Source: an optimization exercise on an open RTL-to-GDS flow (aim: small area). Production flows keep margins and buffers that such runs may drop. In this exercise RTL edits were held to simulation tests only and were not proved equivalent to the original. Power figures rest on the tool's default switching activity, not on a simulated workload.

// quadrature_position_speed_tracker
module quadrature_position_speed_tracker (
  input  logic        clk,
  input  logic        rst,
  input  logic        sample_valid,
  output logic        sample_ready,
  input  logic [1:0]  sample_op,
  input  logic [15:0] sample_count,
  output logic        result_valid,
  input  logic        result_ready,
  output logic [31:0] result_total_count,
  output logic [15:0] result_delta_count,
  output logic        result_direction,
  output logic [31:0] result_shaft_rpm,
  output logic [31:0] result_shaft_rps,
  output logic [15:0] result_mech_angle,
  output logic [15:0] result_elec_angle,
  output logic [31:0] result_index_count,
  input  logic        cfg_valid,
  output logic        cfg_ready,
  input  logic [1:0]  cfg_index,
  input  logic [31:0] cfg_data
);
Size: ~1300 cells after synthesis, roughly 14000 um2 of cells after synthesis.
Settings: LEC_CHECK=0, CAP_MARGIN=0, CORE_MARGIN=2, CORE_UTILIZATION=65, PLACE_DENSITY=0.75, SLEW_MARGIN=0; clock period 15.0 ns.
standard.sh (not shown) runs the stock make flow with config.mk's settings and CLKGATE_MAP_FILE= SYNTH_SCRIPT=/design/flow/synth_recipe.tcl, a recipe that flattens the netlist after the stock synthesis.
==> flow/flow/run.sh <==
#!/bin/bash
# The standard layout (standard.sh), with smaller cells where the standard flow's defaults
# pick larger ones: buf_1 port buffers, and a clock tree of larger clusters on one buffer
# type, without dummy loads.
set -euo pipefail
export BUFFER_PORTS_ARGS="-buffer_cell sky130_fd_sc_hd__buf_1"
export CTS_ARGS="-sink_clustering_enable -repair_clock_nets -buf_list sky130_fd_sc_hd__clkbuf_8 -sink_clustering_size 16 -sink_clustering_max_diameter 60 -dont_use_dummy_load"
bash standard.sh \
  "BUFFER_PORTS_ARGS=$BUFFER_PORTS_ARGS" \
  "CTS_ARGS=$CTS_ARGS" \
  finish > standard.log 2>&1
Next try:
--- a/flow/config.mk
+++ b/flow/config.mk
@@ -9,4 +9,4 @@
 export CORE_MARGIN = 2
-export CORE_UTILIZATION = 65
-export PLACE_DENSITY = 0.75
+export CORE_UTILIZATION = 80
+export PLACE_DENSITY = 0.85
 export SLEW_MARGIN = 0
Result: The changed run went through all stages and came out clean. Cell count falls by about 2.8%. Synthesized area stays the same. Total power rises by 2.1%. Hold slack is better by 0.0090 ns. Flip-flop and latch count stays the same. Maximum frequency falls by 1.1%. Final area is about the same. Sequential share of layout area hardly moves. Sequential power rises by about 0.7%.
Next try:
--- a/flow/config.mk
+++ b/flow/config.mk
@@ -9,4 +9,4 @@
 export CORE_MARGIN = 2
-export CORE_UTILIZATION = 80
-export PLACE_DENSITY = 0.85
+export CORE_UTILIZATION = 90
+export PLACE_DENSITY = 0.95
 export SLEW_MARGIN = 0
The changed run died in global placement, error GPL-0301; synthesized cell count stays the same; synthesized area does not change.
Next try:
--- a/flow/flow/run.sh
+++ b/flow/flow/run.sh
@@ -6,3 +6,3 @@
 export BUFFER_PORTS_ARGS="-buffer_cell sky130_fd_sc_hd__buf_1"
-export CTS_ARGS="-sink_clustering_enable -repair_clock_nets -buf_list sky130_fd_sc_hd__clkbuf_8 -sink_clustering_size 16 -sink_clustering_max_diameter 60 -dont_use_dummy_load"
+export CTS_ARGS="-sink_clustering_enable -repair_clock_nets -buf_list sky130_fd_sc_hd__clkbuf_16 -sink_clustering_size 32 -sink_clustering_max_diameter 80 -dont_use_dummy_load"
 bash standard.sh \
--- a/flow/config.mk
+++ b/flow/config.mk
@@ -9,4 +9,4 @@
 export CORE_MARGIN = 2
-export CORE_UTILIZATION = 90
-export PLACE_DENSITY = 0.95
+export CORE_UTILIZATION = 65
+export PLACE_DENSITY = 0.75
 export SLEW_MARGIN = 0
With this change the flow went through all stages and came out clean.
Synthesized cell count stays the same.
Area after synthesis is unchanged.

* * *

Another version of the RTL of quadrature_position_speed_tracker (not shown whole).
Size: ~1300 cells after synthesis, ~290 flip-flops, roughly 240 I/O pins, about 13000 sq um of cells after synthesis.
==> flow/design.v (excerpt) <==
module quadrature_position_speed_tracker (
  input  logic        clk,
  input  logic        rst,
  input  logic        sample_valid,
  output logic        sample_ready,
  input  logic [1:0]  sample_op,
  input  logic [15:0] sample_count,
  output logic        result_valid,
  input  logic        result_ready,
  output logic [31:0] result_total_count,
  output logic [15:0] result_delta_count,
  output logic        result_direction,
  output logic [31:0] result_shaft_rpm,
  output logic [31:0] result_shaft_rps,
  output logic [15:0] result_mech_angle,
  output logic [15:0] result_elec_angle,
  output logic [31:0] result_index_count,
  input  logic        cfg_valid,
  output logic        cfg_ready,
  input  logic [1:0]  cfg_index,
  input  logic [31:0] cfg_data
);
  logic [20:0] cpr_n;   
  logic [7:0]  pp;
  logic [31:0] rpm_gain;
  logic [31:0] rps_gain;
  logic [31:0] total;
  logic [15:0] delta;
  logic        dir;
  logic [31:0] rpm;
  logic [31:0] rps;
  logic [31:0] index;
  logic [15:0] mech;    
  logic [20:0] rem;     
  logic        busy;
  logic [5:0]  cnt;
  logic        icy;     
  logic        mbq;     
  logic        tchg;    
  assign cfg_ready = !rst;
  assign result_total_count = total;
  assign result_delta_count = delta;
  assign result_direction   = dir;
  assign result_shaft_rpm   = rpm;
  assign result_shaft_rps   = rps;
  assign result_mech_angle  = mech;
  assign result_elec_angle  = rem[15:0];
  assign result_index_count = index;
  ...
clock: 15.0 ns
lec_check: 0
cap_margin: 0
core_margin: 2
core_utilization: 65
place_density: 0.9
slew_margin: 0
==> flow/flow/run.sh <==
#!/bin/bash
# The standard layout (standard.sh), with these changes:
#  - synthesis: synth_recipe.tcl unchanged except that abc maps the combinational logic with an
#    area-oriented script (flow/abc_area.script); the registers are untouched by abc;
#  - buf_1 port buffers;
#  - a clock tree of clkbuf_8 clusters of up to 16 sinks, without dummy loads.
set -euo pipefail
here=$(pwd)
sed "s#^source \$::env(SCRIPTS_DIR)/synth.tcl#source $here/flow/abc_override.tcl\nsource \$::env(SCRIPTS_DIR)/synth.tcl#" \
  synth_recipe.tcl > area_synth.tcl
export MY_ABC_SCRIPT="$here/flow/abc_area.script"
export BUFFER_PORTS_ARGS="-buffer_cell sky130_fd_sc_hd__buf_1"
export CTS_ARGS="-sink_clustering_enable -repair_clock_nets -buf_list sky130_fd_sc_hd__clkbuf_8 -sink_clustering_size 16 -sink_clustering_max_diameter 60 -dont_use_dummy_load"
bash standard.sh \
  "SYNTH_SCRIPT=$here/area_synth.tcl" \
  "BUFFER_PORTS_ARGS=$BUFFER_PORTS_ARGS" \
  "CTS_ARGS=$CTS_ARGS" \
  finish > standard.log 2>&1
==> flow/flow/abc_area.script <==
&get -n
&st
&dch
&nf -R 1000
&put
topo
dnsize -c
==> flow/flow/abc_override.tcl <==
# replace the abc script that synth.tcl hands to abc with $::env(MY_ABC_SCRIPT)

proc abc {args} {
  set out {}
  set skip 0
  foreach a $args {
    if {$skip} { lappend out $::env(MY_ABC_SCRIPT); set skip 0; continue }
    if {$a eq "-script"} { set skip 1 }
    lappend out $a
  }
  puts "abc override: $out"
  yosys abc {*}$out
}
The baseline completed with no timing, DRC or antenna violations.
Next try:
--- a/flow/config.mk
+++ b/flow/config.mk
@@ -9,4 +9,4 @@
 export CORE_MARGIN = 2
 export CORE_UTILIZATION = 65
-export PLACE_DENSITY = 0.9
+export PLACE_DENSITY = 0.75
 export SLEW_MARGIN = 0
Outcome:
- The new run went through all stages and came out clean
- first-iteration DRC count goes down by 24%
- clock-buffer cell count went up by 2
- cell area goes up by 0.74%
- via count drops by 4.0%
- total power rises by 0.43%
- clock skew fell by 6.2 ps
Next try:
==> flow/flow/abc_area.script (replaced) <==
&get -n
&st
&dch
&nf -R 1000
&put
strash
&get -n
&st
&dch
&nf -R 1000
&put
topo
dnsize -c
--- a/flow/config.mk
+++ b/flow/config.mk
@@ -9,4 +9,4 @@
 export CORE_MARGIN = 2
 export CORE_UTILIZATION = 65
-export PLACE_DENSITY = 0.75
+export PLACE_DENSITY = 0.9
 export SLEW_MARGIN = 0
Sequential share of layout area is higher by 0.21 points.
Design area is lower by about 0.45%.
Hold slack barely changes.
Die area barely changes.
Wire length is higher by about 2.2%.
Core utilization barely changes.
Setup slack is better by 88 ps.
Critical path depth is higher by 1.

separate check: timing with driven ports:
Ports are ideal in the flow. The routed layouts listed here were re-timed in OpenROAD. Step 1: set_driving_cell puts a clkbuf_16 on clk and a buf_2 on each other input, an assumption about the parent block. Step 2 times the ports against the registers' clock, not the clock port: input delays grow and output delays shrink by t, the midpoint of the rising clock arrivals with the driver on. Slacks: ideal / step 1 / step 2; pairs: ideal / step 1.
run	shift t [ns]	setup slack, ns	latest minus earliest clock arrival (ns)
the first run of note 1	0.587	0.307 / 0.304 / -0.283	0.044 / 0.044
the second run of note 1	0.605	0.143 / 0.127 / -0.478	0.043 / 0.043
the fourth run of note 1	0.522	0.229 / 0.224 / -0.298	0.041 / 0.042
the first run of note 2	0.573	0.488 / 0.488 / 0.488	0.042 / 0.042
the second run of note 2	0.587	0.464 / 0.464 / 0.464	0.037 / 0.037
the third run of note 2	0.593	0.552 / 0.552 / 0.552	0.031 / 0.032
With both steps, setup timing fails in the first run of note 1, the second run of note 1 and the fourth run of note 1, where it was met with ideal ports. The setup slack of the second run of note 1, which loses most, moves by -0.016 ns with the drivers and by -0.621 ns with both steps.
